This is an optimization exercise on Yosys and OpenROAD, whose aim is small area and a short achievable clock period, not a production implementation. Function was checked by simulation only, so behaviour that the tests miss may differ from the original. Power is estimated from default activity; no workload was simulated.

--- flow/config.mk ---
export PLATFORM = sky130hd
export DESIGN_NAME = boot_rom
export DESIGN_NICKNAME = boot_rom
export VERILOG_FILES = /design/flow/design.v
export SDC_FILE = /design/flow/constraint.sdc
export NUM_CORES = 4
export LEC_CHECK = 0
export CAP_MARGIN = 20
export CORE_MARGIN = 2
export CORE_UTILIZATION = 60
export CTS_CLUSTER_DIAMETER = 100
export CTS_CLUSTER_SIZE = 30
export PLACE_DENSITY = 0.75
export SETUP_SLACK_MARGIN = 2.0
export SLEW_MARGIN = 20
export SYNTH_HIERARCHICAL = 1
export TNS_END_PERCENT = 10
--- flow/constraint.sdc ---
create_clock -name core_clock -period 4.0 [get_ports {clk}]
set_input_delay 0.8000 -clock core_clock [delete_from_list [all_inputs] [get_ports {clk}]]
set_output_delay 0.8000 -clock core_clock [all_outputs]
set_load 0.01 [all_outputs]
--- flow/design.v ---
`default_nettype none
package flash_pkg;
  localparam logic [7:0] FLASH_OP_READ = 8'h03;
  typedef struct packed {
    logic [7:0]  opcode;
    logic [23:0] addr;       
  } flash_cmd_fields_t;
  typedef union packed {
    flash_cmd_fields_t f;
    logic [3:0][7:0]   bytes;
  } flash_cmd_u;
  typedef enum logic [2:0] {
    CMD,
    ADDR_HI,
    ADDR_MID,
    ADDR_LO,
    DUMMY,
    DATA_HI,
    DATA_LO
  } reader_phase_e;
endpackage
`default_nettype wire
`default_nettype none
package imem_pkg;
  localparam int INSTR_W = 16;
  typedef logic [INSTR_W-1:0] instr_t;
  typedef logic [6-1:0] iaddr_t;
endpackage
`default_nettype wire
`default_nettype none
`timescale 1ns/1ps
module spi_flash_reader (
  input  logic       clk,
  input  logic       rst_n,
  input  logic       clken,
  output logic       ins,        
  output logic [3:0] bit_j,      
  output logic       ready,
  output logic       spi_cs,
  output logic       spi_sclk,
  output logic       spi_mosi,
  input  logic       spi_miso
);
  localparam logic [10:0] HDR_START = 11'd2008;
  localparam logic [10:0] LAST_BIT  = 11'd1023;
  localparam logic [5:0]  WAIT0     = 6'd47;
  logic [10:0] q;
  logic        got;        
  logic        last;       
  logic [5:0]  wait_n;     
  logic        fall;
  logic        done;
  logic        data_fall;
  logic        active;
  logic        mosi_next;
  logic        got_n;
  logic [10:0] q_n;
  logic [5:0]  wait_nn;
  assign bit_j  = q[3:0];
  assign active = !ready && !spi_cs;
  assign done      = clken && active && last && (got || ins);
  assign fall      = clken && active && spi_sclk && (q[10] || ((got || ins) && !last));
  assign data_fall = fall && !q[10];
  assign mosi_next = (q == HDR_START + 11'd5) || (q == HDR_START + 11'd6) ||
                     (q == HDR_START + 11'd10);
  assign q_n     = fall ? q + 11'd1 : q;
  assign got_n   = !fall && (got || ins);
  assign wait_nn = !data_fall ? wait_n + 6'd1 :
                   ((q[4:0] == 5'h1f) ? wait_n - 6'd2 : wait_n - 6'd1);
  always_ff @(posedge clk) begin
    if (!rst_n) begin
      q        <= HDR_START;
      got      <= 1'b0;
      last     <= 1'b0;
      wait_n   <= WAIT0;
      ins      <= 1'b0;
      ready    <= 1'b0;
      spi_cs   <= 1'b1;
      spi_sclk <= 1'b1;
      spi_mosi <= 1'b0;
    end else begin
      q      <= q_n;
      got    <= got_n;
      wait_n <= wait_nn;
      if (fall) begin
        last <= (q == LAST_BIT - 11'd1);
      end
      ins <= !done && (active || (clken && spi_cs && !ready)) && !q_n[10] && !got_n &&
             (wait_nn == 6'd0);
      if (done) begin
        ready    <= 1'b1;
        spi_cs   <= 1'b1;
        spi_sclk <= 1'b1;
      end else if (clken && !ready) begin
        if (spi_cs) begin
          spi_cs   <= 1'b0;            
          spi_sclk <= 1'b0;
          spi_mosi <= 1'b0;
        end else if (!spi_sclk) begin
          spi_sclk <= 1'b1;
        end else if (fall) begin
          spi_sclk <= 1'b0;
          spi_mosi <= mosi_next;
        end
      end
    end
  end
endmodule
`default_nettype wire
`default_nettype none
`timescale 1ns/1ps
module imem_bank #(
  parameter int INS = 0
) (
  input  logic                    clk,
  input  logic                    ins,      
  input  logic                    din,
  input  logic [7:0]              sel_lo,   
  input  logic [7:0]              sel_hi,   
  input  logic                    hold,     
  output logic                    fbit      
);
  logic [64-1:0] ring;
  logic [7:0]                   grp;
  logic                         fbit_d;
  always_ff @(posedge clk) begin
    ring <= {ring[64-2:0], ring[64-1]};
    if (ins) begin
      ring[INS] <= din;
    end
  end
  for (genvar g = 0; g < 8; g++) begin : g_grp
    imem_andor8 u_grp (
      .sel (sel_lo),
      .d   (ring[8*g +: 8]),
      .y   (grp[g])
    );
  end
  imem_andor u_out (
    .sel (sel_hi),
    .d   (grp),
    .keep(hold),
    .q   (fbit),
    .y   (fbit_d)
  );
  always_ff @(posedge clk) begin
    fbit <= fbit_d;
  end
endmodule
module imem_andor8 (
  input  logic [7:0] sel,
  input  logic [7:0] d,
  output logic       y
);
  assign y = |(sel & d);
endmodule
module imem_andor (
  input  logic [7:0] sel,
  input  logic [7:0] d,
  input  logic       keep,
  input  logic       q,
  output logic       y
);
  assign y = |(sel & d) | (keep & q);
endmodule
`default_nettype wire
`default_nettype none
`timescale 1ns/1ps
module boot_rom (
  input  logic             clk,
  input  logic             rst_n,
  input  logic             clken,
  input  imem_pkg::iaddr_t fetch_addr,
  output imem_pkg::instr_t instruction,
  output logic             ready,
  input  logic             spi_miso,
  output logic             spi_cs,
  output logic             spi_sclk,
  output logic             spi_mosi
);
  localparam logic [5:0] PHASE0 = 6'd46;
  imem_pkg::iaddr_t phase, phase_n;
  logic [3:0]       dlo, dhi;
  logic [2:0]       a_lo, a_hi;
  logic [7:0]       sel_lo, sel_hi, hi0, late;
  logic             take;
  logic             hold;
  logic             ins;
  logic [3:0]       bit_j;
  assign a_lo = fetch_addr[3:1];
  assign a_hi = {fetch_addr[0], fetch_addr[5:4]};
  assign phase_n = !rst_n ? PHASE0 : phase + 6'd1;
  function automatic logic [3:0] diff_bits(input logic [2:0] p);
    diff_bits = {p[2] ^ (p[1:0] != 2'd3), p[2] ^ !p[1], p[2] ^ (p[1:0] == 2'd0), p[1] ^ !p[0]};
  endfunction
  always_ff @(posedge clk) begin
    phase <= phase_n;
    dlo   <= diff_bits(phase_n[2:0]);
    dhi   <= diff_bits(phase_n[5:3]);
    for (int x = 1; x < 8; x++) begin
      late[x] <= (3'(x) > phase_n[2:0]);    
    end
  end
  assign late[0] = 1'b0;
  imem_addr_dec u_dec (
    .a_lo  (a_lo),
    .a_hi  (a_hi),
    .phase (phase),
    .dlo   (dlo),
    .dhi   (dhi),
    .late  (late),
    .take  (take),
    .sel_lo(sel_lo),
    .sel_hi(sel_hi)
  );
  assign take = rst_n && clken && ready;
  assign hold = rst_n && !(clken && ready);
  spi_flash_reader u_reader (
    .clk     (clk),
    .rst_n   (rst_n),
    .clken   (clken),
    .ins     (ins),
    .bit_j   (bit_j),
    .ready   (ready),
    .spi_cs  (spi_cs),
    .spi_sclk(spi_sclk),
    .spi_mosi(spi_mosi),
    .spi_miso(spi_miso)
  );
  for (genvar b = 0; b < imem_pkg::INSTR_W; b++) begin : g_lane
    imem_bank #(.INS(2 * (imem_pkg::INSTR_W - 1 - b))) u_lane (
      .clk (clk),
      .ins (ins && (bit_j == 4'(imem_pkg::INSTR_W - 1 - b))),
      .din (spi_miso),
      .sel_lo(sel_lo),
      .sel_hi(sel_hi),
      .hold  (hold),
      .fbit  (instruction[b])
    );
  end
endmodule
module imem_addr_dec (
  input  logic [2:0] a_lo,
  input  logic [2:0] a_hi,
  input  logic [5:0] phase,
  input  logic [3:0] dlo,
  input  logic [3:0] dhi,
  input  logic [7:0] late,     
  input  logic       take,
  output logic [7:0] sel_lo,
  output logic [7:0] sel_hi
);
  logic [7:0] hi0, a_lo_hot;
  logic       borrow;
  function automatic logic [2:0] minus(input logic [2:0] p, input logic [3:0] d, input int x);
    logic b2;
    case (x % 4)
      0: b2 = p[2];
      1: b2 = d[1];
      2: b2 = d[2];
      default: b2 = d[3];
    endcase
    minus = {b2 ^ 1'((x / 4) % 2), ((x % 2) ? d[0] : p[1]) ^ 1'((x / 2) % 2), p[0] ^ 1'(x % 2)};
  endfunction
  always_comb begin
    for (int x = 0; x < 8; x++) begin
      sel_lo[x]   = (a_lo == minus(phase[2:0], dlo, x));    
      hi0[x]      = (a_hi == minus(phase[5:3], dhi, x));    
      a_lo_hot[x] = (a_lo == 3'(x));
    end
  end
  imem_andor8 u_borrow (
    .sel(a_lo_hot),
    .d  (late),
    .y  (borrow)
  );
  imem_hsel u_hsel (
    .hi0   (hi0),
    .borrow(borrow),
    .take  (take),
    .sel_hi(sel_hi)
  );
endmodule
module imem_hsel (
  input  logic [7:0] hi0,
  input  logic       borrow,
  input  logic       take,
  output logic [7:0] sel_hi
);
  logic take0, take1;
  assign take0 = take && !borrow;
  assign take1 = take && borrow;
  always_comb begin
    for (int g = 0; g < 8; g++) begin
      sel_hi[g] = (take0 && hi0[g]) || (take1 && hi0[(g + 1) % 8]);
    end
  end
endmodule
`default_nettype wire
--- flow/run.sh ---
#!/bin/bash
# synth_recipe.tcl (not shown) runs the flow's synth.tcl, then flattens the netlist and writes it again
# the make line also repeats each setting of config.mk as NAME=value (left out here)
make -C /OpenROAD-flow-scripts/flow DESIGN_CONFIG=/design/flow/config.mk WORK_HOME=/design/flow/orfs CLKGATE_MAP_FILE= SYNTH_SCRIPT=/design/flow/synth_recipe.tcl finish
==> results of run 1 <==
sequential cells by signal (all words and copies together), names as in the netlist:
| signal | flops |
|---|---|
| u_reader.last | 1 |
| u_reader.spi_mosi | 1 |
| u_reader.q | 11 |
| u_reader.spi_cs | 1 |
| dlo | 4 |
| u_reader.got | 1 |
| u_reader.spi_sclk | 1 |
| g_lane.u_lane.ring | 1024 |
| phase | 6 |
| u_reader.ins | 1 |
| dhi | 4 |
| u_reader.ready | 1 |
| g_lane.u_lane.fbit | 16 |
| u_reader.wait_n | 6 |
| late | 7 |
final timing paths:
| path | to | slack [ns] | depth (start not counted) |
|---|---|---|---|
| max reg2reg | g_lane[1].u_lane.fbit | 1.76 | 7 |
| min | g_lane[8].u_lane.ring[62] | 0.33 | 0 |
| max | g_lane[1].u_lane.fbit | 1.75 | 9 |
| min reg2reg | g_lane[8].u_lane.ring[62] | 0.33 | 0 |
area by class of cell:
class | instances | area (um^2)
inverters | 19 | 71.3
diodes | 1 | 2.50
well taps | 622 | 778
clock inverters | 2 | 38.8
multi-input cells | 999 | 7820
fillers | 3430 | 15900
flip-flops and latches | 1085 | 21800
repair buffers | 95 | 1250
clock buffers | 43 | 1080
worst register-to-register path, cell delays in order (launching register included):
cell,delay (ns)
dfxtp_2,0.40
xor2_2,0.22
nor3_4,0.58
buf_6,0.45
a22oi_1,0.16
nand4_1,0.16
a22oi_1,0.11
nand3_1,0.10
per-module statistics from Yosys, one instance, submodules excluded, a selection:
module            area (um^2)  cells inside  copies in the design  flip-flops and latches
imem_andor8              36.3             5                   129                       0
boot_rom                  917           103                     1                      21
imem_addr_dec             385            48                     1                       0
imem_hsel                 141            17                     1                       0
imem_andor               46.3             5                    16                       0
spi_flash_reader         1410           165                     1                      24
repair_timing:
item / in CTS / in global routing
pin swaps: 25 / 6
gates cloned: 5 / 2
setup endpoints to repair: 47 / 38
resized for setup: 127 / 9
setup buffers: 19 / 1
cells in the mapped netlist (16+ instances only):
cell / number / share of area
a222oi_1: 16 / 0.0055
nor2_1: 25 / 0.0032
nand4_1: 135 / 0.029
a22o_1: 16 / 0.0048
a221oi_2: 16 / 0.0082
xnor2_1: 16 / 0.0048
mux2_4: 16 / 0.0082
nand2_1: 31 / 0.0040
nand3_1: 31 / 0.0053
dfxtp_1: 1085 / 0.74
ha_1: 17 / 0.0073
a22oi_1: 533 / 0.14
kinds of logic after synthesis:
family                     after synthesis  share of synthesized area
and+or+nand+nor                        305                     0.0607
xor gates and xnor gates                34                     0.0109
DFF                                   1085                      0.740
adders and majority gates               17                    0.00725
other                                    1                   0.000128
muxes                                   29                     0.0126
AOI/OAI and AO/OA                      612                      0.162
buffers and inverters                   31                    0.00554
cells in the final DEF (no fill, tap or decap), types with 6 or more instances in the layout:
master and instances:
o21ai_0 7, and3_1 7, dfxtp_1 1066, xor2_1 10, and2_1 6, nand2b_1 8
nor2_1 24, clkbuf_16 44, a22o_1 16, nand4_1 135, a222oi_1 16, mux2_4 16
a22oi_1 524, ha_1 15, buf_6 12, dlygate4sd2_1 23, buf_12 28, inv_1 15
nand3_1 31, a221oi_2 16, buf_4 22, nor3_1 11, nand2_1 30, dfxtp_2 14
mux2i_1 10, xnor2_1 12, a22oi_2 9
per-layer routing:
layer,vias to the layer above,track usage
li1,8317,-
met1,8999,0.363
met2,658,0.423
met3,138,0.0511
met4,0,0.0899
met5,-,0
metrics by stage:
| step | hold WS [ns] | setup slack (ns) | cells |
|---|---|---|---|
| 2_1_floorplan | 0.331 | -0.220 | 2114 |
| 3_3_place_gp | 0.332 | 0.435 | 2793 |
| 3_5_place_dp | 0.336 | 0.406 | 2793 |
| 4_1_cts | 0.334 | 1.87 | 2862 |
| 5_1_grt | 0.325 | 1.74 | 2866 |
| 6_report | 0.333 | 1.75 | 2866 |
power by group:
part / internal (W) / switching [W]
combinational: 0.000318 / 0.000785
sequential: 0.0108 / 0.0000536
clock: 0.00197 / 0.00307
==> results by group, run 1 <==
Run status
  • Outcome: complete, no violations

Min path
  • Hold path start: g_lane[8].u_lane.ring[61]
  • Worst hold path class: flop to flop

Logic synthesis
  • Synth warn: 27
  • Post-synthesis cell count: approximately 2100
  • Seq cells post-synth: ~1100
  • Ys async rst share: 0
  • Syn_nets: approximately 2100
  • Post-synth EDFFs: 0
  • Cell Area, Synth: 29300 um^2
  • Netlist cell types: 61
  • Post-synth top flop: dfxtp_1
  • Register area share after synthesis: 0.740
  • Syn avg cell area: ~14 um^2

GRT
  • Initial antenna violation count: 1
  • Number of global-route vias before repair: 18700
  • First-pass GRT wire length: 105000 um
  • Aggregate global-route resource usage: 0.265
  • GR Overflow Total: 0
  • Largest net degree at the start of global routing: 85

STA
  • Worst-Margin Slew: 0.965 ns
  • FMAX: 0.445 GHz
  • Final setup fails: 0
  • Min cycle time layout: about 2.2 ns
  • Worst slew margin: 0.355
  • Final period utilization: 0.562
  • RSZ-0062 raised after global routing: true
  • Setup TNS Final: 0 ns
  • Worst Skew: 0.0233 ns
  • Final hold violations: 0
  • Final slew viol count: 0

Routing
  • Met3 WL: 5100 um
  • Met2 wire length: 31400 um
  • Post-DRT Antenna Nets: 0
  • Total routed wirelength: 68000 um
  • WL per Instance: 23.7 um
  • Met1 wire length: 29500 um
  • Top Metal Used: met4
  • Via total after detailed routing: 18100
  • Vias/cell: 6.32
  • Pre-antenna DRT Iters: 6
  • Initial drt markers: roughly 1800
  • Post-route DRC: 0

Setup path
  • Crit-path max cell delay: just under 0.6 ns
  • Crit-path cells: buf_8, buf_6, xor2_2, nor3_4, buf_6, a22oi_1, nand4_1, a22oi_1, nand3_1
  • Crit. End Element: flop
  • Worst EP arrival: about 2.8 ns
  • Crit-path slowest cell: nor3_4
  • CP Data Required Time: between 4 and 5 ns
  • CP Class: input pin to flop
  • Largest delay contributor family on the critical path: simple AND/OR/NAND/NOR gates
  • CP Buf/Inv Count: 3
  • Critical path peak fanout: 32
  • Reg2reg start: phase[2]
  • CP startpoint: fetch_addr[2]
  • Crit start category: input pin

Pwr
  • Pwr Density: between 500 and 600 nW/um^2
  • Peak VDD IR: ~0.33 mV
  • P_leak: 12.1 nW
  • Pwr Total: 0.0170 W

Floorplan
  • Die area: between 50000 and 60000 um^2
  • Num rows: 81
  • Core area: 48600 um^2
  • Ports: 30
  • Die Ht: around 230 um
  • Initial Utilization: 0.603
  • Die Width: about 230 um

Place
  • Dpl cell area: 31000 um^2
  • Detailed placer's ending HPWL: roughly 37000 um
  • Placer congestion estimate: about 0.78
  • # port buffers: 29

Layout
  • # nets final: approximately 2300
  • Area delta synth->final: 11.8%
  • Post-route cell area: 32800 um^2
  • Core Util, Final: 0.674
  • Ratio of cells with drive above 1 in the final layout: 0.103

Clock tree
  • Clock sink count: between 1000 and 1500
  • Cts bufs inserted: 42
  • # hold bufs at CTS: 0
  • Worst-case clock buffer depth: 3
  • H-Tree Depth: 2
  • Worst skew pair latency: 0.61 ns
  • CTS tree: yes
  • Clk slew on worst S/H paths: 0.11 ns
  • Clock root buffer: clkbuf_16

Job
  • Max-Cap Viols: 0
Testbench counts, summed over its fixed seeds: boot cycles 51,816.
==> run 2: changes to the inputs <==
--- a/flow/config.mk
+++ b/flow/config.mk
@@ -9,3 +9,3 @@
 export CORE_MARGIN = 2
-export CORE_UTILIZATION = 60
+export CORE_UTILIZATION = 65
 export CTS_CLUSTER_DIAMETER = 100
==> run 2 against run 1 <==
Net effect: clock power grew 2%; power rose by 1.0%; clock skew increased by 0.0044 ns; largest power group unchanged; highest routed layer unchanged.
==> results by group, run 2 <==
Run status
  • Outcome: complete, no violations

Logic synthesis
  • Post-synth top area cell: dfxtp_1
  • Post-synth top area share: 0.740
  • Post-synth EDFFs: 0
  • Netlist cell types: 61
  • Post-synthesis cell count: 2114
  • Cell Area, Synth: between 20000 and 30000 um^2
  • Top post-synthesis cells by area: dfxtp_1 74%, a22oi_1 14%, nand4_1 2.9%
  • Syn avg cell area: around 14 um^2
  • Seq cells post-synth: 1085
  • Ys async rst share: 0
  • Synth top cells by count: 1085 x dfxtp_1, 533 x a22oi_1, 135 x nand4_1
  • Register area share after synthesis: 0.740
  • Syn_nets: around 2100
  • Synth warn: 27
  • Most frequent cell after synthesis: dfxtp_1
  • Post-synth top flop: dfxtp_1

Routing
  • WL per Instance: 24.9 um
  • Post-DRT Antenna Nets: 0
  • Post-route DRC: 0
  • Initial drt markers: 1853
  • Vias/cell: 6.43
  • Total routed wirelength: 70900 um
  • Pre-antenna DRT Iters: 5
  • Via total after detailed routing: ~18000

Place
  • Total placed cells including tap cells: about 2800
  • Detailed placer's ending HPWL: 35300 um
  • # port buffers: 29
  • Placer congestion estimate: around 0.8
  • Dpl cell area: 30800 um^2

GRT
  • GR Overflow Total: 0
  • Initial antenna violation count: 0
  • Number of global-route vias before repair: ~18000
  • First-pass GRT wire length: 105000 um
  • Largest net degree at the start of global routing: between 80 and 90
  • Aggregate global-route resource usage: 0.287

STA
  • Final slew viol count: 0
  • Final setup fails: 0
  • Worst slew margin: 0.325
  • Min cycle time layout: approximately 2.2 ns
  • Setup TNS Final: 0 ns
  • Worst-Margin Slew: 1.01 ns
  • Worst Skew: ~0.028 ns
  • Hold slack: 0.328 ns
  • Final hold violations: 0
  • FMAX: 0.456 GHz
  • Final period utilization: 0.549
  • RSZ-0062 raised after global routing: true

Layout
  • Biggest regs: g_lane.u_lane.ring: 1024 flops, g_lane.u_lane.fbit: 16 flops, u_reader.q: 11 flops
  • Commonest non-fill, non-tap cell in the layout: dfxtp_1
  • # diodes: 0
  • Most frequent cells in the layout: 1065 x dfxtp_1, 513 x a22oi_1, 135 x nand4_1
  • Largest Register: g_lane.u_lane.ring
  • Largest register FFs: 1024
  • Ratio of cells with drive above 1 in the final layout: 0.111
  • Area delta synth->final: 12.5%
  • # nets final: around 2300
  • Layout Cells excl Fill: 2845
  • Post-route cell area: 33000 um^2

Pwr
  • P_leak: between 10 and 15 nW
  • Peak VDD IR: 0.387 mV
  • Pwr Total: 0.0172 W
  • Pwr Density: 522 nW/um^2

Floorplan
  • Core area: 44400 um^2
  • Die area: roughly 47000 um^2
  • Ports: 30
  • Die Ht: 216 um
  • Initial Utilization: 0.660
  • Num rows: 77
  • Die Width: 216 um

Setup path
  • FF-to-FF setup slack: 1.81 ns
  • Worst EP arrival: 2.67 ns
  • Critical path peak fanout: 8
  • Crit start category: flop
  • Crit. End Element: flop
  • CP Class: flop to flop
  • CP Data Required Time: 4.48 ns

Clock tree
  • Cts bufs inserted: 42
  • H-Tree Depth: 2
  • Clk slew on worst S/H paths: ~0.10 ns
  • Worst-case clock buffer depth: 3
  • # hold bufs at CTS: 0
  • Clock sink count: 1085
  • Worst skew pair latency: 0.62 ns
  • Clock root buffer: clkbuf_16
  • CTS tree: yes

Job
  • Max-Cap Viols: 0

Min path
  • Worst hold path class: flop to flop
## run 2: cell count changes in the layout (fill, tap and decap cells not counted), moves of 4 or more
cell       delta
buf_4         +6
a22oi_2      +11
bufbuf_16     +4
a22oi_1      -11
clkbuf_16     +6
buf_12        -8
## run 2: layout make-up
cell class                 count  area [um^2]
multi-input combinational    998         7830
tap                          592          741
sequential                  1085        21800
fill                        2833        11400
inverter                      19         71.3
timing repair buffer         105         1440
clock inverter                 1         30.0
clock buffer                  45         1130
## run 2: what timing repair did
| item | CTS | global route |
|---|---|---|
| gates cloned | 5 | 9 |
| gates resized for setup | 118 | 33 |
| pin swaps | 10 | 22 |
| endpoints found under the setup margin | 46 | 37 |
| setup buffers | 22 | 9 |
## run 2: metal layers
metal  part of all wire  track usage
met2               0.45        0.456
met1               0.43        0.401
met3              0.090       0.0596
met4              0.028       0.0833
met5                  0            0
## run 2: metrics by stage
step | setup WS [ns] | utilization
detailed placement | 0.255 | 0.694
CTS | 1.85 | 0.735
finish | 1.81 | 0.743
global placement | 0.255 | 0.694
floorplan | -0.220 | -
global route | 1.71 | 0.743
## run 2: logic make-up (layout without fill, tap and decap cells)
kind of cell / count (synthesis) / count (layout) / share of synthesized area
DFF: 1085 / 1085 / 0.740
AOI/OAI and AO/OA: 612 / 612 / 0.162
and+or+nand+nor: 305 / 305 / 0.0607
xor gates and xnor gates: 34 / 34 / 0.0109
buffers and inverters: 31 / 170 / 0.00554
muxes: 29 / 29 / 0.0126
adders and majority gates: 17 / 17 / 0.00725
other: 1 / 1 / 0.000128
## run 2: modules after synthesis (local to each module, per instance), a selection
| module | cells | cell area [um^2] | flops+latches | times used |
|---|---|---|---|---|
| imem_addr_dec | 48 | 385 | 0 | 1 |
| spi_flash_reader | 165 | 1410 | 24 | 1 |
| imem_andor | 5 | 46.3 | 0 | 16 |
| imem_andor8 | 5 | 36.3 | 0 | 129 |
| imem_hsel | 17 | 141 | 0 | 1 |
| boot_rom | 103 | 917 | 21 | 1 |
## run 2: power by group
part | internal (W) | switching (W)
logic | 0.000351 | 0.000833
registers | 0.0108 | 0.0000519
clock network | 0.00204 | 0.00309
## run 2: worst max-delay path, stage by stage (launching register included)
cell	delay, ns
dfxtp_4	0.40
xor2_4	0.21
buf_6	0.13
and3_4	0.22
buf_8	0.18
clkbuf_16	0.17
a22oi_2	0.18
nand4_1	0.12
a222oi_1	0.34
nand3_1	0.10
## run 2: worst paths after layout
path / startpoint / endpoint / cells past startpoint
worst max-delay path: phase[0] / g_lane[12].u_lane.fbit / 9
worst min-delay path: g_lane[8].u_lane.ring[52] / g_lane[8].u_lane.ring[53] / 0
worst max register to register: phase[0] / g_lane[12].u_lane.fbit / 9
worst min register to register: g_lane[8].u_lane.ring[52] / g_lane[8].u_lane.ring[53] / 0
==> run 3: changes to the inputs <==
--- a/flow/config.mk
+++ b/flow/config.mk
@@ -12,2 +12,3 @@
 export CTS_CLUSTER_SIZE = 30
+export GPL_ROUTABILITY_DRIVEN = 0
 export PLACE_DENSITY = 0.75
==> run 3 against run 2 <==
Net effect: still clean on timing, DRC and antenna; final cell count unchanged; first-iteration DRC count unchanged; clock power about the same; synthesized area unchanged; global-route usage unchanged; non-clock buffer count unchanged; clock-buffer cell count unchanged; design area unchanged; via count unchanged; routed wire length unchanged.
==> results by group, run 3 <==
Routing
  • WL per Instance: approximately 25 um
  • Pre-antenna DRT Iters: 5
  • Post-DRT Antenna Nets: 0
  • Vias/cell: 6.43
  • Total routed wirelength: ~70000 um
  • Initial drt markers: 1853
  • Via total after detailed routing: 18300
  • Post-route DRC: 0

Clock tree
  • Clock sink count: 1085
  • CTS tree: yes
  • H-Tree Depth: 2
  • Cts bufs inserted: between 40 and 50
  • Worst-case clock buffer depth: 3
  • # hold bufs at CTS: 0
  • Worst skew pair latency: 0.62 ns
  • Clock root buffer: clkbuf_16
  • Clk slew on worst S/H paths: approximately 0.10 ns

GRT
  • GR Overflow Total: 0
  • Aggregate global-route resource usage: 0.287
  • First-pass GRT wire length: 105000 um
  • Initial antenna violation count: 0
  • Largest net degree at the start of global routing: 81
  • Number of global-route vias before repair: 18300

Layout
  • Post-route cell area: 33000 um^2
  • Largest Register: g_lane.u_lane.ring
  • # nets final: around 2300
  • Area delta synth->final: 12.5%
  • Most frequent cells in the layout: 1065 x dfxtp_1, 513 x a22oi_1, 135 x nand4_1
  • Layout Cells excl Fill: about 2800
  • Fillers: about 2800
  • # diodes: 0
  • Biggest regs: g_lane.u_lane.ring: 1024 flops, g_lane.u_lane.fbit: 16 flops, u_reader.q: 11 flops
  • Area of the multi-input gates: 7830 um^2
  • Largest register FFs: 1024
  • Ratio of cells with drive above 1 in the final layout: 0.111
  • Commonest non-fill, non-tap cell in the layout: dfxtp_1
  • FF/Latch Area: between 20000 and 25000 um^2

Logic synthesis
  • Post-synth top flop: dfxtp_1
  • Most frequent cell after synthesis: dfxtp_1
  • Post-synthesis cell count: 2114
  • Syn_nets: 2141
  • Synth top cells by count: 1085 x dfxtp_1, 533 x a22oi_1, 135 x nand4_1
  • Post-synth EDFFs: 0
  • Top post-synthesis cells by area: dfxtp_1 74%, a22oi_1 14%, nand4_1 2.9%
  • Post-synth top area share: 0.740
  • Synth warn: 27
  • Register area share after synthesis: 0.740
  • Syn avg cell area: 13.9 um^2
  • Seq cells post-synth: 1085
  • Netlist cell types: 61
  • Ys async rst share: 0
  • Post-synth top area cell: dfxtp_1
  • Cell Area, Synth: between 20000 and 30000 um^2

Floorplan
  • Die area: roughly 47000 um^2
  • Die Width: 216 um
  • Ports: 30
  • Num rows: 77
  • Initial Utilization: 0.660
  • Die Ht: 216 um
  • Core area: 44400 um^2

Pwr
  • Peak VDD IR: 0.387 mV
  • Combinational share of power: 0.069
  • Clock power share: 0.298
  • Flop pwr share: 0.633
  • Cell Int Power: 0.0132 W
  • P_sw: 0.00398 W
  • P_leak: around 12 nW
  • Sw frac: 0.231
  • Pwr Density: 522 nW/um^2

STA
  • Worst Skew: around 0.028 ns
  • Worst-Margin Slew: 1.01 ns
  • Worst slew margin: 0.325
  • RSZ-0062 raised after global routing: true
  • Min cycle time layout: 2.19 ns
  • Final slew viol count: 0
  • Final hold violations: 0
  • Hold slack: 0.328 ns
  • Final period utilization: 0.549
  • Final setup fails: 0
  • FMAX: approximately 0.46 GHz

Min path
  • Worst hold path class: flop to flop

Run status
  • Outcome: complete, no violations

Setup path
  • Crit-path cells: xor2_4, buf_6, and3_4, buf_8, clkbuf_16, a22oi_2, nand4_1, a222oi_1, nand3_1
  • CP Data Required Time: 4.48 ns
  • Crit-path slowest cell: dfxtp_4
  • CP Class: flop to flop
  • Crit start category: flop
  • Critical path peak fanout: 8
  • Crit. End Element: flop
  • Worst EP arrival: 2.67 ns
  • Largest delay contributor family on the critical path: compound AO/OA/AOI/OAI gates
  • CP Buf/Inv Count: 3
  • Crit-path max cell delay: 0.40 ns

Place
  • Detailed placer's ending HPWL: between 30000 and 40000 um
  • Total placed cells including tap cells: 2754
  • # port buffers: 29
  • Dpl cell area: 30800 um^2

Job
  • Max-Cap Viols: 0
-- run 3: repair_timing --
action | 4_1_cts | 5_1_grt
setup endpoints to repair | 46 | 37
resized for setup | 118 | 33
setup buffers | 22 | 9
endpoints found under the hold margin | 0 | 0
pin swaps | 10 | 22
gates cloned | 5 | 9
-- run 3: cell families (layout without fill, tap and decap cells) --
group,Yosys count,in the layout,synth area share
AO/OA/AOI/OAI,612,612,0.162
XOR/XNOR,34,34,0.0109
adder cells (fa/ha/maj),17,17,0.00725
buffers and inverters,31,170,0.00554
flip-flops,1085,1085,0.740
multiplexers,29,29,0.0126
other,1,1,0.000128
AND/OR/NAND/NOR,305,305,0.0607
-- run 3: power by group through the flow --
stage	Clock, W	Combinational [W]	Sequential, W
floorplan	0	0.000465	0.0111
global placement	0	0.000905	0.0111
detailed placement	0	0.000909	0.0111
CTS	0.00516	0.00104	0.0109
global route	0.00553	0.00122	0.0109
finish	0.00514	0.00118	0.0109
-- run 3: final timing paths --
kind                                                 from                        end  cells past startpoint  slack, ns
worst min register to register  g_lane[8].u_lane.ring[52]  g_lane[8].u_lane.ring[53]                      0       0.33
worst max-delay path                             phase[0]     g_lane[12].u_lane.fbit                      9       1.81
worst min-delay path            g_lane[8].u_lane.ring[52]  g_lane[8].u_lane.ring[53]                      0       0.33
worst max register to register                   phase[0]     g_lane[12].u_lane.fbit                      9       1.81
-- run 3: per-module statistics from Yosys, one instance, submodules excluded, excerpt --
module            times used  flip-flops and latches
boot_rom                   1                      21
imem_addr_dec              1                       0
imem_andor                16                       0
imem_andor8              129                       0
imem_hsel                  1                       0
spi_flash_reader           1                      24
-- run 3: metal layers --
metal | share of wire | global-route usage
met2 | 0.45 | 0.456
met4 | 0.028 | 0.0833
met1 | 0.43 | 0.401
met3 | 0.090 | 0.0596
met5 | 0 | 0
-- run 3: per-stage QoR --
step / utilization / setup slack, ns / TNS (ns) / power, W
after detailed placement: 0.694 / 0.255 / 0 / 0.0120
after CTS: 0.735 / 1.85 / 0 / 0.0171
after global placement: 0.694 / 0.255 / 0 / 0.0120
after floorplan: - / -0.220 / -3.52 / 0.0116
after global routing: 0.743 / 1.71 / 0 / 0.0177
final: 0.743 / 1.81 / 0 / 0.0172
-- run 3: area by class of cell --
cell class                      instances  share of cell area
Timing Repair Buffer                  105              0.0437
Multi-Input combinational cell        998               0.237
Clock buffer                           45              0.0341
Tap cell                              592              0.0224
Inverter                               19             0.00216
Sequential cell                      1085               0.659
Clock inverter                          1            0.000910
==> run 4: changes to the inputs <==
--- a/flow/config.mk
+++ b/flow/config.mk
@@ -12,5 +12,4 @@
 export CTS_CLUSTER_SIZE = 30
-export GPL_ROUTABILITY_DRIVEN = 0
 export PLACE_DENSITY = 0.75
-export SETUP_SLACK_MARGIN = 2.0
+export SETUP_SLACK_MARGIN = 1.6
 export SLEW_MARGIN = 20
==> run 4 against run 3 <==
Net effect: design area shrank 2.5%; power shrank 1.6%; first-iteration DRC count shrank 7.3%; flip-flop and latch count is the same; hold slack gained 0.0011 ns; sequential share of layout area grew 1.6 points; critical path type is now flop to primary output; critical endpoint is now instruction[11].
==> results by group, run 4 <==
Layout
  • Largest Register: g_lane.u_lane.ring
  • # diodes: 0
  • Post-route cell area: 32200 um^2
  • Area delta synth->final: 9.72%
  • Fillers: 2968
  • # nets final: ~2200
  • Commonest non-fill, non-tap cell in the layout: dfxtp_1
  • Ratio of cells with drive above 1 in the final layout: 0.0794
  • Largest register FFs: approximately 1000
  • Most frequent cells in the layout: 1075 x dfxtp_1, 533 x a22oi_1, 135 x nand4_1
  • Biggest regs: g_lane.u_lane.ring: 1024 flops, g_lane.u_lane.fbit: 16 flops, u_reader.q: 11 flops

Floorplan
  • Die Ht: 216 um
  • Core area: 44400 um^2
  • Die Width: 216 um
  • Num rows: 77
  • Die area: about 47000 um^2
  • Initial Utilization: 0.660
  • Ports: 30

Pwr
  • Pwr Density: roughly 530 nW/um^2
  • P_leak: 11.7 nW
  • Peak VDD IR: 0.395 mV
  • Pwr Total: 0.0169 W

Setup path
  • Crit start category: flop
  • Largest delay contributor family on the critical path: buffers and inverters
  • CP Class: flop to primary output
  • CP Data Required Time: 3.20 ns
  • Crit-path slowest cell: clkdlybuf4s50_1
  • Crit-path cells: clkdlybuf4s50_1
  • CP startpoint: g_lane[11].u_lane.fbit
  • Reg2reg start: phase[0]
  • Crit-path max cell delay: 0.57 ns
  • Critical path peak fanout: 2
  • CP Buf/Inv Count: 1
  • Crit. End Element: primary output
  • Worst EP arrival: about 1.6 ns

Logic synthesis
  • Synth warn: 27
  • Post-synth top area share: 0.740
  • Synth top cells by count: 1085 x dfxtp_1, 533 x a22oi_1, 135 x nand4_1
  • Most frequent cell after synthesis: dfxtp_1
  • Seq cells post-synth: 1085
  • Post-synth top flop: dfxtp_1
  • Syn_nets: 2141
  • Ys async rst share: 0
  • Top post-synthesis cells by area: dfxtp_1 74%, a22oi_1 14%, nand4_1 2.9%
  • Post-synth EDFFs: 0
  • Register area share after synthesis: 0.740
  • Netlist cell types: 61
  • Post-synthesis cell count: 2114
  • Cell Area, Synth: 29300 um^2
  • Syn avg cell area: approximately 14 um^2
  • Post-synth top area cell: dfxtp_1

STA
  • RSZ-0062 raised after global routing: true
  • Final hold violations: 0
  • Setup TNS Final: 0 ns
  • Worst-Margin Slew: 1.01 ns
  • Final setup fails: 0
  • Min cycle time layout: approximately 2.4 ns
  • Worst Skew: about 0.027 ns
  • Final slew viol count: 0
  • Worst slew margin: 0.327
  • Final period utilization: 0.600
  • FMAX: around 0.42 GHz

Routing
  • Pre-antenna DRT Iters: 6
  • Via total after detailed routing: 17900
  • Vias/cell: 6.36
  • Total routed wirelength: 64900 um
  • Initial drt markers: between 1500 and 2000
  • Post-DRT Antenna Nets: 0
  • WL per Instance: 23.1 um
  • Post-route DRC: 0

GRT
  • Aggregate global-route resource usage: 0.274
  • First-pass GRT wire length: just over 100000 um
  • Number of global-route vias before repair: 18000
  • Initial antenna violation count: 0
  • Largest net degree at the start of global routing: between 100 and 150
  • GR Overflow Total: 0

Clock tree
  • H-Tree Depth: 2
  • Clock sink count: 1085
  • Clock root buffer: clkbuf_16
  • Cts bufs inserted: 42
  • CTS tree: yes
  • Clk slew on worst S/H paths: 0.10 ns
  • Worst skew pair latency: approximately 0.60 ns
  • Worst-case clock buffer depth: 3

Place
  • Dpl cell area: between 30000 and 40000 um^2
  • Detailed placer's ending HPWL: 35300 um
  • Placer congestion estimate: 0.783
  • # port buffers: 29

Min path
  • Worst hold path class: flop to flop
  • Hold path start: g_lane[8].u_lane.ring[52]

Run status
  • Outcome: complete, no violations

Job
  • Max-Cap Viols: 0
## run 4: cell counts after synthesis
Identical to the previous run, type by type.
## run 4: metrics by stage
| stage | instances | setup WS (ns) | util | hold slack, ns |
|---|---|---|---|---|
| after global placement | 2754 | 0.255 | 0.694 | 0.331 |
| after floorplan | 2114 | -0.220 | - | 0.331 |
| after global routing | 2808 | 1.56 | 0.725 | 0.330 |
| final | 2808 | 1.60 | 0.725 | 0.329 |
| after detailed placement | 2754 | 0.255 | 0.694 | 0.337 |
| after CTS | 2806 | 1.53 | 0.723 | 0.331 |
## run 4: cell type report
class	count	area, um^2	area share
tap	592	741	0.0230
inverter	19	71.3	0.00222
clock buffer	45	1130	0.0350
multi-input combinational	998	7630	0.237
timing repair buffer	68	851	0.0264
clock inverter	1	30.0	0.000933
sequential	1085	21700	0.675
## run 4: worst paths after layout
check,cells after the start,end,slack [ns]
min reg2reg,0,g_lane[8].u_lane.ring[53],0.33
min,0,g_lane[8].u_lane.ring[53],0.33
max,1,instruction[11],1.60
max reg2reg,8,g_lane[10].u_lane.fbit,1.65
## run 4: repair_timing
action	4_1_cts	5_1_grt
pin swaps	2	4
setup buffers	6	2
endpoints found under the setup margin	25	29
hold buffers	0	0
gates resized for setup	28	24
endpoints found under the hold margin	0	0
## run 4: cells by family after synthesis
logic type / share of synthesized area
buffers and inverters: 0.00554
xor gates and xnor gates: 0.0109
AOI/OAI and AO/OA: 0.162
muxes: 0.0126
other: 0.000128
adders and majority gates: 0.00725
DFF: 0.740
and+or+nand+nor: 0.0607
## run 4: routing by layer
layer	vias to the layer above	wire length [um]	track usage
li1	8268	-	-
met1	8875	28700	0.390
met2	614	30000	0.439
met3	93	4930	0.0500
met4	0	1210	0.0632
met5	-	0	0
## run 4: power breakdown
| group | internal, W | leakage, nW | total (W) | switching, W |
|---|---|---|---|---|
| clock network | 0.00204 | 0.566 | 0.00511 | 0.00306 |
| registers | 0.0108 | 8.74 | 0.0109 | 0.0000484 |
| logic | 0.000227 | 2.44 | 0.000939 | 0.000712 |
## run 4: per-module statistics from Yosys, one instance, submodules excluded, excerpt
module            flops+latches  copies in the design  cells inside
imem_andor                    0                    16             5
imem_addr_dec                 0                     1            48
spi_flash_reader             24                     1           165
boot_rom                     21                     1           103
imem_andor8                   0                   129             5
imem_hsel                     0                     1            17
==> run 5: changes to the inputs <==
--- a/flow/config.mk
+++ b/flow/config.mk
@@ -13,3 +13,3 @@
 export PLACE_DENSITY = 0.75
-export SETUP_SLACK_MARGIN = 1.6
+export SETUP_SLACK_MARGIN = 1.9
 export SLEW_MARGIN = 20
==> run 5 against run 4 <==
Net effect: synthesized area did not move; clock-buffer cell count did not move; flip-flop and latch count unchanged; fmax rose by 2.4%; routed wire length increased by 13%; final cell count grew 1.4%; design area grew 2.9%; synthesized cell count stayed put; utilization up 2.1 points; power grew 2.3%; die area stayed put.
==> results by group, run 5 <==
Run status
  • Outcome: complete, no violations

Clock tree
  • H-Tree Depth: 2
  • Clock root buffer: clkbuf_16
  • CTS tree: yes
  • Cts bufs inserted: 42
  • Clock sink count: 1085
  • Worst skew pair latency: 0.60 ns
  • Worst-case clock buffer depth: 3
  • Clk slew on worst S/H paths: 0.11 ns

Setup path
  • Crit-path slowest cell: clkdlybuf4s50_1
  • Crit-path max cell delay: 0.55 ns
  • CP startpoint: g_lane[11].u_lane.fbit
  • Largest delay contributor family on the critical path: buffers and inverters
  • Worst EP arrival: 1.55 ns
  • Reg2reg end: g_lane[9].u_lane.fbit
  • Crit-path cells: clkdlybuf4s50_1
  • Crit start category: flop
  • Levels on crit path: 1
  • CP Class: flop to primary output
  • FF-to-FF setup slack: 1.70 ns
  • Critical path peak fanout: 2
  • Critical path endpoint: instruction[11]
  • CP Data Required Time: 3.20 ns
  • Crit. End Element: primary output
  • Reg2reg start: phase[0]
  • R2r worst-path depth: 10
  • CP Buf/Inv Count: 1

Pwr
  • Clock power share: 0.297
  • Combinational share of power: 0.074
  • Pwr Total: 0.0173 W
  • P_leak: 12.2 nW
  • Peak VDD IR: approximately 0.38 mV
  • Pwr Density: 523 nW/um^2
  • Flop pwr share: 0.629
  • P_sw: 0.00403 W
  • Sw frac: 0.232
  • Cell Int Power: 0.0133 W

Place
  • Placer congestion estimate: 0.783
  • # port buffers: 29
  • Detailed placer's ending HPWL: 35300 um
  • Pre-CTS WS: ~0.25 ns
  • Dpl cell area: approximately 30000 um^2

Layout
  • Largest register FFs: 1024
  • Commonest non-fill, non-tap cell in the layout: dfxtp_1
  • Largest Register: g_lane.u_lane.ring
  • Biggest regs: g_lane.u_lane.ring: 1024 flops, g_lane.u_lane.fbit: 16 flops, u_reader.q: 11 flops
  • Area delta synth->final: 13.0%
  • # diodes: 0
  • Post-route cell area: 33100 um^2
  • Most frequent cells in the layout: 1069 x dfxtp_1, 523 x a22oi_1, 135 x nand4_1
  • Ratio of cells with drive above 1 in the final layout: 0.105
  • # nets final: 2279

Logic synthesis
  • Post-synth top flop: dfxtp_1
  • Top post-synthesis cells by area: dfxtp_1 74%, a22oi_1 14%, nand4_1 2.9%
  • Post-synthesis cell count: 2114
  • Post-synth EDFFs: 0
  • Ys async rst share: 0
  • Synth top cells by count: 1085 x dfxtp_1, 533 x a22oi_1, 135 x nand4_1
  • Seq cells post-synth: 1085
  • Post-synth top area share: 0.740
  • Post-synth top area cell: dfxtp_1
  • Netlist cell types: between 60 and 70
  • Cell Area, Synth: 29300 um^2
  • Syn avg cell area: 13.9 um^2
  • Register area share after synthesis: 0.740
  • Synth warn: 27
  • Most frequent cell after synthesis: dfxtp_1
  • Syn_nets: 2141

STA
  • Final setup margin: 1.65 ns
  • Final hold violations: 0
  • Min cycle time layout: 2.35 ns
  • Final setup fails: 0
  • Hold slack: around 0.33 ns
  • Worst slew margin: 0.315
  • Final slew viol count: 0
  • RSZ-0062 raised after global routing: true
  • Worst Skew: 0.0265 ns
  • Final period utilization: 0.586
  • FMAX: 0.426 GHz
  • Worst-Margin Slew: 1.02 ns

Routing
  • Via total after detailed routing: ~18000
  • Post-route DRC: 0
  • Post-DRT Antenna Nets: 0
  • Pre-antenna DRT Iters: 6
  • Initial drt markers: 2044
  • WL per Instance: 25.8 um
  • Total routed wirelength: 73300 um
  • Vias/cell: between 6 and 7

Floorplan
  • Die Width: approximately 220 um
  • Die area: between 40000 and 50000 um^2
  • Ports: 30
  • Core area: between 40000 and 50000 um^2
  • Die Ht: 216 um
  • Num rows: 77
  • Initial Utilization: 0.660

GRT
  • Initial antenna violation count: 0
  • Aggregate global-route resource usage: 0.307
  • Largest net degree at the start of global routing: 81
  • Number of global-route vias before repair: 18700
  • First-pass GRT wire length: 111000 um
  • GR Overflow Total: 0

Min path
  • Worst hold path class: flop to flop

Job
  • Max-Cap Viols: 0
-- run 5: cell counts after synthesis --
Identical to the previous run, type by type.
-- run 5: cell type report --
class                   count  area, um^2
clock buffers              45        1130
clock inverters             1        30.0
fillers                  2807       11300
inverters                  19        71.3
multi-input cells         998        7770
flip-flops and latches   1085       21800
well taps                 592         741
repair buffers            106        1640
-- run 5: cells by family (layout without fill, tap and decap cells) --
family / after synthesis / after routing / share of synthesized area
compound gates: 612 / 612 / 0.162
xor+xnor: 34 / 34 / 0.0109
fa+ha+maj: 17 / 17 / 0.00725
buf+inv: 31 / 171 / 0.00554
flops: 1085 / 1085 / 0.740
mux: 29 / 29 / 0.0126
other cells: 1 / 1 / 0.000128
simple gates: 305 / 305 / 0.0607
-- run 5: routing by layer --
metal	up-vias	GRT usage	part of all wire
met5	-	0	0
met4	0	0.0877	0.031
met3	144	0.0526	0.085
met2	809	0.491	0.46
met1	9176	0.432	0.42
li1	8363	-	-
-- run 5: power groups by stage --
| stage | logic (W) | registers [W] | clock network (W) |
|---|---|---|---|
| 2_1_floorplan | 0.000465 | 0.0111 | 0 |
| 3_3_place_gp | 0.000905 | 0.0111 | 0 |
| 3_5_place_dp | 0.000909 | 0.0111 | 0 |
| 4_1_cts | 0.00121 | 0.0109 | 0.00516 |
| 5_1_grt | 0.00132 | 0.0109 | 0.00555 |
| 6_report | 0.00128 | 0.0109 | 0.00515 |
-- run 5: how the worst min path moves through the flow --
stage | from | cells after the start | slack (ns) | endpoint
CTS | g_lane[8].u_lane.ring[52] | 0 | 0.33 | g_lane[8].u_lane.ring[53]
detailed placement | g_lane[7].u_lane.ring[34] | 0 | 0.34 | g_lane[7].u_lane.ring[35]
global route | g_lane[6].u_lane.ring[57] | 0 | 0.33 | g_lane[6].u_lane.ring[58]
finish | g_lane[8].u_lane.ring[52] | 0 | 0.33 | g_lane[8].u_lane.ring[53]
floorplan | g_lane[0].u_lane.ring[10] | 0 | 0.33 | g_lane[0].u_lane.ring[11]
global placement | g_lane[7].u_lane.ring[5] | 0 | 0.33 | g_lane[7].u_lane.ring[6]
-- run 5: per-module statistics from Yosys (local to each module, per instance), excerpt --
module / times used / flops+latches / cell area [um^2] / cells
imem_hsel: 1 / 0 / 141 / 17
imem_andor: 16 / 0 / 46.3 / 5
imem_andor8: 129 / 0 / 36.3 / 5
imem_addr_dec: 1 / 0 / 385 / 48
boot_rom: 1 / 21 / 917 / 103
spi_flash_reader: 1 / 24 / 1410 / 165
-- run 5: timing repair --
| item | CTS | global route |
|---|---|---|
| cloned | 15 | 3 |
| endpoints found under the setup margin | 41 | 37 |
| pin swaps | 20 | 7 |
| setup buffers | 26 | 2 |
| hold buffers | 0 | 0 |
| gates resized for setup | 109 | 15 |
-- run 5: per-stage QoR --
stage / setup TNS, ns / utilization / std cells
2_1_floorplan: -3.52 / - / 2114
3_3_place_gp: 0 / 0.694 / 2754
3_5_place_dp: 0 / 0.694 / 2754
4_1_cts: 0 / 0.742 / 2841
5_1_grt: 0 / 0.746 / 2846
6_report: 0 / 0.746 / 2846
==> run 6: changes to the inputs <==
--- a/flow/config.mk
+++ b/flow/config.mk
@@ -13,3 +13,3 @@
 export PLACE_DENSITY = 0.75
-export SETUP_SLACK_MARGIN = 1.9
+export SETUP_SLACK_MARGIN = 1.8
 export SLEW_MARGIN = 20
==> run 6 against run 5 <==
Net effect: still clean on timing, DRC and antenna; routed wire length fell by 11%; highest routed layer unchanged; first-iteration DRC count is 18% lower; critical path type unchanged; combinational power fell by 26%; non-clock buffer count shrank 36; flip-flop and latch count stayed put; critical endpoint is now instruction[5]; design area fell by 2.8%.
==> results by group, run 6 <==
Logic synthesis
  • Compound-Gate Fraction of Synth Area: 0.162
  • Ys async rst share: 0
  • Largest family of logic cells by synthesized area: compound AO/OA/AOI/OAI gates
  • Most frequent cell after synthesis: dfxtp_1
  • Cell Area, Synth: 29300 um^2
  • Netlist cell types: roughly 60
  • Synth warn: 27
  • Seq cells post-synth: 1085
  • Xor and xnor area share after synthesis: 0.0109
  • Multiplexer area fraction after synthesis: 0.0126
  • Syn avg cell area: 13.9 um^2
  • Post-synth top flop: dfxtp_1
  • Post-synth top area share: 0.740
  • Syn_nets: 2141
  • Synth top cells by count: 1085 x dfxtp_1, 533 x a22oi_1, 135 x nand4_1
  • Post-synth top area cell: dfxtp_1
  • Post-Synth Adder-Cell Area: 0.00725
  • Post-synthesis cell count: 2114
  • Register area share after synthesis: 0.740
  • Post-synth EDFFs: 0
  • Top post-synthesis cells by area: dfxtp_1 74%, a22oi_1 14%, nand4_1 2.9%
  • Post-Synth Simple-Gate Area: 0.0607

Min path
  • WHS Path Cells: 0
  • Worst hold path class: flop to flop

Routing
  • Vias/cell: 6.36
  • Total routed wirelength: 65000 um
  • WL per Instance: 23.1 um
  • Initial drt markers: 1680
  • Via total after detailed routing: roughly 18000
  • Post-DRT Antenna Nets: 0
  • Pre-antenna DRT Iters: 7
  • Post-route DRC: 0

Setup path
  • Worst EP arrival: 1.57 ns
  • Levels on crit path: 1
  • Critical path peak fanout: 2
  • CP Class: flop to primary output
  • Crit-path max cell delay: between 0.5 and 0.6 ns
  • CP Data Required Time: between 3 and 4 ns
  • R2r worst-path depth: 9
  • Crit-path slowest cell: clkdlybuf4s50_1
  • CP Buf/Inv Count: 1
  • Crit. End Element: primary output
  • Largest delay contributor family on the critical path: buffers and inverters
  • Crit-path cells: clkdlybuf4s50_1
  • Crit start category: flop

GRT
  • Initial antenna violation count: 0
  • GR Overflow Total: 0
  • First-pass GRT wire length: 102000 um
  • Number of global-route vias before repair: approximately 18000
  • Aggregate global-route resource usage: 0.274
  • Largest net degree at the start of global routing: 129

STA
  • Hold slack: 0.328 ns
  • Final slew viol count: 0
  • Final hold violations: 0
  • Worst slew margin: 0.354
  • Worst Skew: around 0.026 ns
  • Worst-Margin Slew: 0.967 ns
  • Min cycle time layout: 2.37 ns
  • Final period utilization: 0.593
  • Final setup fails: 0
  • RSZ-0062 raised after global routing: true
  • FMAX: roughly 0.42 GHz

Pwr
  • Pwr Density: 525 nW/um^2
  • Clock power share: 0.301
  • P_leak: 11.8 nW
  • P_sw: roughly 0.0038 W
  • Peak VDD IR: 0.395 mV
  • Flop pwr share: 0.643
  • Combinational share of power: 0.056
  • Cell Int Power: 0.0131 W
  • Sw frac: 0.225

Place
  • Placer congestion estimate: 0.783
  • Dpl cell area: 30800 um^2
  • # port buffers: 29
  • Total placed cells including tap cells: approximately 2800
  • Detailed placer's ending HPWL: roughly 35000 um

Job
  • Max-Cap Viols: 0

Layout
  • Largest register FFs: 1024
  • Largest Register: g_lane.u_lane.ring
  • # diodes: 0
  • # nets final: 2243
  • Layout Cells excl Fill: 2810
  • Area delta synth->final: 9.83%
  • Ratio of cells with drive above 1 in the final layout: 0.0812
  • Most frequent cells in the layout: 1071 x dfxtp_1, 533 x a22oi_1, 135 x nand4_1
  • Post-route cell area: between 30000 and 40000 um^2
  • Biggest regs: g_lane.u_lane.ring: 1024 flops, g_lane.u_lane.fbit: 16 flops, u_reader.q: 11 flops
  • Commonest non-fill, non-tap cell in the layout: dfxtp_1
  • Fillers: 2962

Clock tree
  • Cts bufs inserted: 42
  • H-Tree Depth: 2
  • Worst skew pair latency: between 0.6 and 0.7 ns
  • Worst-case clock buffer depth: 3
  • CTS tree: yes
  • Clock sink count: 1085
  • Clock root buffer: clkbuf_16
  • Clk slew on worst S/H paths: between 0.1 and 0.15 ns

Floorplan
  • Core area: 44400 um^2
  • Initial Utilization: 0.660
  • Num rows: 77
  • Die area: 46800 um^2
  • Die Width: 216 um
  • Ports: 30
  • Die Ht: 216 um

Run status
  • Outcome: complete, no violations
## run 6: cell types whose count changed in the layout (fill, tap and decap cells not counted), sizes merged
cell / change
clkdlybuf4s50: +6
bufbuf: -6
buf: -28
dlymetal6s2s: +1
dlygate4sd2: -7
clkbuf: -2
## run 6: path summary, 6_finish.rpt
kind	from	to	slack (ns)
max	g_lane[5].u_lane.fbit	instruction[5]	1.63
min	g_lane[8].u_lane.ring[52]	g_lane[8].u_lane.ring[53]	0.33
max reg2reg	u_reader.q[0]	u_reader.ins	1.68
min reg2reg	g_lane[8].u_lane.ring[52]	g_lane[8].u_lane.ring[53]	0.33
## run 6: cell type report
type                       instances  area [um^2]  share of cell area
tap                              592          741              0.0230
clock inverter                     1         30.0            0.000932
clock buffer                      45         1130              0.0350
multi-input combinational        998         7640               0.237
inverter                          19         71.3             0.00221
timing repair buffer              70          865              0.0268
sequential                      1085        21700               0.675
## run 6: power groups by stage
stage	clock, W	combinational (W)	sequential [W]
floorplan	0	0.000465	0.0111
global placement	0	0.000905	0.0111
detailed placement	0	0.000909	0.0111
CTS	0.00516	0.000936	0.0109
global route	0.00553	0.000994	0.0109
finish	0.00510	0.000946	0.0109
## run 6: per-stage QoR
stage / utilization / setup slack (ns) / power [W] / TNS, ns
4_1_cts: 0.725 / 1.60 / 0.0170 / 0
6_report: 0.725 / 1.63 / 0.0169 / 0
5_1_grt: 0.725 / 1.56 / 0.0174 / 0
3_5_place_dp: 0.694 / 0.255 / 0.0120 / 0
2_1_floorplan: - / -0.220 / 0.0116 / -3.52
3_3_place_gp: 0.694 / 0.255 / 0.0120 / 0
## run 6: cell families (layout without fill, tap and decap cells)
kind of cell / after synthesis / after routing
AO/OA/AOI/OAI: 612 / 612
XOR/XNOR: 34 / 34
adder cells (fa/ha/maj): 17 / 17
buffers and inverters: 31 / 135
flip-flops: 1085 / 1085
multiplexers: 29 / 29
other: 1 / 1
AND/OR/NAND/NOR: 305 / 305
## run 6: modules after synthesis (local to each module, per instance), a selection
| module | area, um^2 | flip-flops and latches | cells | copies in the design |
|---|---|---|---|---|
| boot_rom | 917 | 21 | 103 | 1 |
| imem_addr_dec | 385 | 0 | 48 | 1 |
| imem_andor | 46.3 | 0 | 5 | 16 |
| imem_andor8 | 36.3 | 0 | 5 | 129 |
| imem_hsel | 141 | 0 | 17 | 1 |
| spi_flash_reader | 1410 | 24 | 165 | 1 |
## run 6: repair_timing
item,CTS,global route
gates resized for setup,51,9
hold buffers,0,0
setup buffers,10,0
pin swaps,3,0
setup endpoints to repair,38,36
## run 6: per-layer routing
layer / part of all wire / global-route usage / routed length [um] / vias up
met2: 0.46 / 0.439 / 30000 / 642
met1: 0.44 / 0.391 / 28700 / 8848
li1: - / - / - / 8270
met4: 0.020 / 0.0632 / 1310 / 0
met3: 0.077 / 0.0512 / 4980 / 98
met5: 0 / 0 / 0 / -
==> run 7: changes to the inputs <==
--- a/flow/config.mk
+++ b/flow/config.mk
@@ -11,5 +11,5 @@
 export CTS_CLUSTER_DIAMETER = 100
-export CTS_CLUSTER_SIZE = 30
+export CTS_CLUSTER_SIZE = 26
 export PLACE_DENSITY = 0.75
-export SETUP_SLACK_MARGIN = 1.8
+export SETUP_SLACK_MARGIN = 2.0
 export SLEW_MARGIN = 20
==> run 7 against run 6 <==
Net effect: still clean; design area up 3.0%; clock-buffer cell count up 2; power up 2.5%; sequential power about the same; largest power group unchanged; highest routed layer is now met5.
==> results by group, run 7 <==
Run status
  • Outcome: complete, no violations

Setup path
  • CP Class: input pin to flop
  • CP Data Required Time: 4.50 ns
  • CP Buf/Inv Count: 3
  • CP startpoint: fetch_addr[3]
  • Crit-path cells: buf_6, nor3b_1, a22oi_1, nand4_1, buf_6, mux2i_4, nor2b_4, clkbuf_16, a22o_1, a221oi_2, nand3_1
  • Crit-path slowest cell: mux2i_4
  • Crit-path max cell delay: about 0.28 ns
  • Crit start category: input pin
  • R2r worst-path depth: 9
  • Top cell by count, worst path: buf_6
  • Reg2reg end: g_lane[10].u_lane.fbit
  • Worst EP arrival: between 2 and 3 ns
  • FF-to-FF setup slack: 1.82 ns
  • Reg2reg start: phase[0]
  • Largest delay contributor family on the critical path: simple AND/OR/NAND/NOR gates
  • Critical path peak fanout: 12
  • Crit. End Element: flop

GRT
  • Largest net degree at the start of global routing: 81
  • GR Overflow Total: 0
  • Aggregate global-route resource usage: 0.301
  • Initial antenna violation count: 1
  • First-pass GRT wire length: 109000 um
  • Number of global-route vias before repair: about 19000

Logic synthesis
  • Compound-Gate Fraction of Synth Area: 0.162
  • Post-synthesis cell count: 2114
  • Post-synth EDFFs: 0
  • Synth top cells by count: 1085 x dfxtp_1, 533 x a22oi_1, 135 x nand4_1
  • Syn_nets: 2141
  • Post-Synth Adder-Cell Area: 0.00725
  • Post-Synth Simple-Gate Area: 0.0607
  • Seq cells post-synth: 1085
  • Largest family of logic cells by synthesized area: compound AO/OA/AOI/OAI gates
  • Post-synth top flop: dfxtp_1
  • Netlist cell types: 61
  • Post-synth top area cell: dfxtp_1
  • Post-synth top area share: 0.740
  • Synth warn: 27
  • Ys async rst share: 0
  • Register area share after synthesis: 0.740
  • Xor and xnor area share after synthesis: 0.0109
  • Cell Area, Synth: 29300 um^2
  • Most frequent cell after synthesis: dfxtp_1
  • Multiplexer area fraction after synthesis: 0.0126
  • Top post-synthesis cells by area: dfxtp_1 74%, a22oi_1 14%, nand4_1 2.9%
  • Syn avg cell area: 13.9 um^2

Routing
  • Initial drt markers: 1830
  • Via total after detailed routing: 18400
  • WL per Instance: 25.2 um
  • Post-DRT Antenna Nets: 0
  • Vias/cell: 6.47
  • Pre-antenna DRT Iters: 5
  • Total routed wirelength: 71700 um
  • Post-route DRC: 0

Place
  • Total placed cells including tap cells: 2754
  • # port buffers: 29
  • Dpl cell area: approximately 31000 um^2
  • Placer congestion estimate: 0.783
  • Detailed placer's ending HPWL: between 30000 and 40000 um

STA
  • Min cycle time layout: 2.19 ns
  • RSZ-0062 raised after global routing: true
  • FMAX: around 0.46 GHz
  • Final period utilization: 0.547
  • Worst-Margin Slew: just over 1 ns
  • Worst Skew: 0.0197 ns
  • Hold slack: 0.348 ns
  • Worst slew margin: 0.326
  • Final setup fails: 0
  • Final slew viol count: 0
  • Final hold violations: 0
  • Setup TNS Final: 0 ns

Layout
  • # diodes: 0
  • Largest register FFs: 1024
  • Largest Register: g_lane.u_lane.ring
  • FF/Latch Area: 21800 um^2
  • Post-route cell area: approximately 33000 um^2
  • Fillers: between 2000 and 3000
  • Area delta synth->final: 13.1%
  • # nets final: roughly 2300
  • Ratio of cells with drive above 1 in the final layout: 0.114
  • Most frequent cells in the layout: 1064 x dfxtp_1, 516 x a22oi_1, 135 x nand4_1
  • Layout Cells excl Fill: about 2900
  • Biggest regs: g_lane.u_lane.ring: 1024 flops, g_lane.u_lane.fbit: 16 flops, u_reader.q: 11 flops
  • Area of the multi-input gates: 7860 um^2
  • Commonest non-fill, non-tap cell in the layout: dfxtp_1

Clock tree
  • CTS tree: yes
  • Clock root buffer: clkbuf_16
  • H-Tree Depth: 2
  • Clk slew on worst S/H paths: 0.10 ns
  • Clock sink count: 1085
  • Worst-case clock buffer depth: 3
  • Worst skew pair latency: 0.62 ns
  • Cts bufs inserted: 47

Floorplan
  • Ports: 30
  • Die area: 46800 um^2
  • Core area: 44400 um^2
  • Num rows: 77
  • Die Width: about 220 um
  • Initial Utilization: 0.660
  • Die Ht: 216 um

Pwr
  • Pwr Total: approximately 0.017 W
  • P_leak: 12.3 nW
  • Peak VDD IR: 0.426 mV
  • Pwr Density: between 500 and 600 nW/um^2

Min path
  • Worst Hold End: g_lane[1].u_lane.ring[55]
  • Hold path start: g_lane[1].u_lane.ring[54]
  • WHS Path Cells: 0
  • Worst hold path class: flop to flop

Job
  • Max-Cap Viols: 0
==> run 7: cell counts after synthesis <==
Identical to the previous run, type by type.
==> run 7: final cells by class <==
| class | instances | area share |
|---|---|---|
| flip-flops and latches | 1085 | 0.656 |
| multi-input cells | 998 | 0.237 |
| repair buffers | 107 | 0.0469 |
| clock buffers | 47 | 0.0354 |
| well taps | 592 | 0.0223 |
| inverters | 19 | 0.00215 |
| clock inverters | 2 | 0.000528 |
==> run 7: metrics by stage <==
stage,util,worst slack (ns)
6_report,0.747,1.81
5_1_grt,0.747,1.71
4_1_cts,0.744,1.87
3_5_place_dp,0.694,0.255
3_3_place_gp,0.694,0.255
2_1_floorplan,-,-0.220
==> run 7: worst reg2reg max path, stage by stage, from the launching register on <==
cell      delay (ns)
dfxtp_4         0.40
xnor2_4         0.24
nor3_4          0.06
buf_4           0.15
buf_16          0.22
a22oi_1         0.31
nand4_1         0.17
a22o_1          0.25
a221oi_2        0.17
nand3_1         0.10
==> run 7: power breakdown <==
part	switching (W)	total [W]	internal, W
clock network	0.00310	0.00523	0.00212
logic	0.000842	0.00123	0.000391
registers	0.0000528	0.0109	0.0108
==> run 7: per-layer routing <==
| layer | track usage | vias up | share of wire |
|---|---|---|---|
| met2 | 0.475 | 810 | 0.46 |
| li1 | - | 8370 | - |
| met5 | 0 | - | 0.00013 |
| met1 | 0.422 | 9128 | 0.43 |
| met3 | 0.0585 | 126 | 0.082 |
| met4 | 0.0989 | 2 | 0.027 |
==> run 7: what timing repair did <==
action                                 4_1_cts  5_1_grt
gates cloned                                12        2
setup endpoints to repair                   46       38
gates resized for setup                    142       14
buffers inserted                            29        4
hold buffers                                 0        0
endpoints found under the hold margin        0        0
pin swaps                                   27        7
==> run 7: logic make-up after synthesis <==
| group | Yosys count |
|---|---|
| AND/OR/NAND/NOR | 305 |
| XOR/XNOR | 34 |
| other | 1 |
| flip-flops | 1085 |
| buffers and inverters | 31 |
| multiplexers | 29 |
| AO/OA/AOI/OAI | 612 |
| adder cells (fa/ha/maj) | 17 |
==> run 7: Yosys stat by module, one instance, submodules excluded, excerpt <==
module            flip-flops and latches  cells
boot_rom                              21    103
imem_hsel                              0     17
spi_flash_reader                      24    165
imem_andor8                            0      5
imem_andor                             0      5
imem_addr_dec                          0     48
==> run 7: worst max path at each step <==
stage | end | slack (ns) | cells past startpoint
2_1_floorplan | g_lane[0].u_lane.fbit | -0.22 | 8
3_3_place_gp | g_lane[4].u_lane.fbit | 0.25 | 9
3_5_place_dp | g_lane[7].u_lane.fbit | 0.25 | 9
4_1_cts | u_reader.ins | 1.87 | 9
5_1_grt | g_lane[9].u_lane.fbit | 1.71 | 10
6_report | g_lane[10].u_lane.fbit | 1.81 | 11

-- port drivers added, routing unchanged --
The flow's constraints put no driver on any port. The routed layouts listed below were extracted and timed again, unchanged, in two steps. Step 1 sets driving cells, clkbuf_16 on the clock port and buf_2 on the other inputs (assumed; they add their load-dependent delay and slew). Step 2 times the ports against the registers' clock, not the clock port: input delays grow and output delays shrink by t, the midpoint of the rising clock arrivals with the driver on. Three values: ideal, step 1, step 2; two values: the first two.
run	shift t [ns]	setup slack, ns	hold WS [ns]
run 1	0.657	1.754 / 1.763 / 1.112	0.333 / 0.333 / 0.333
run 2	0.657	1.805 / 1.805 / 1.191	0.328 / 0.328 / 0.328
run 3	0.657	1.805 / 1.805 / 1.191	0.328 / 0.328 / 0.328
run 4	0.650	1.599 / 1.543 / 1.071	0.329 / 0.329 / 0.329
run 5	0.652	1.655 / 1.600 / 1.144	0.327 / 0.327 / 0.327
run 6	0.650	1.629 / 1.574 / 1.104	0.328 / 0.328 / 0.328
run 7	0.667	1.813 / 1.816 / 1.162	0.348 / 0.348 / 0.348
After both steps setup and hold are still met in every run listed. The setup slack of run 7, which loses most, moves by +0.003 ns with the drivers and by -0.651 ns with both steps.
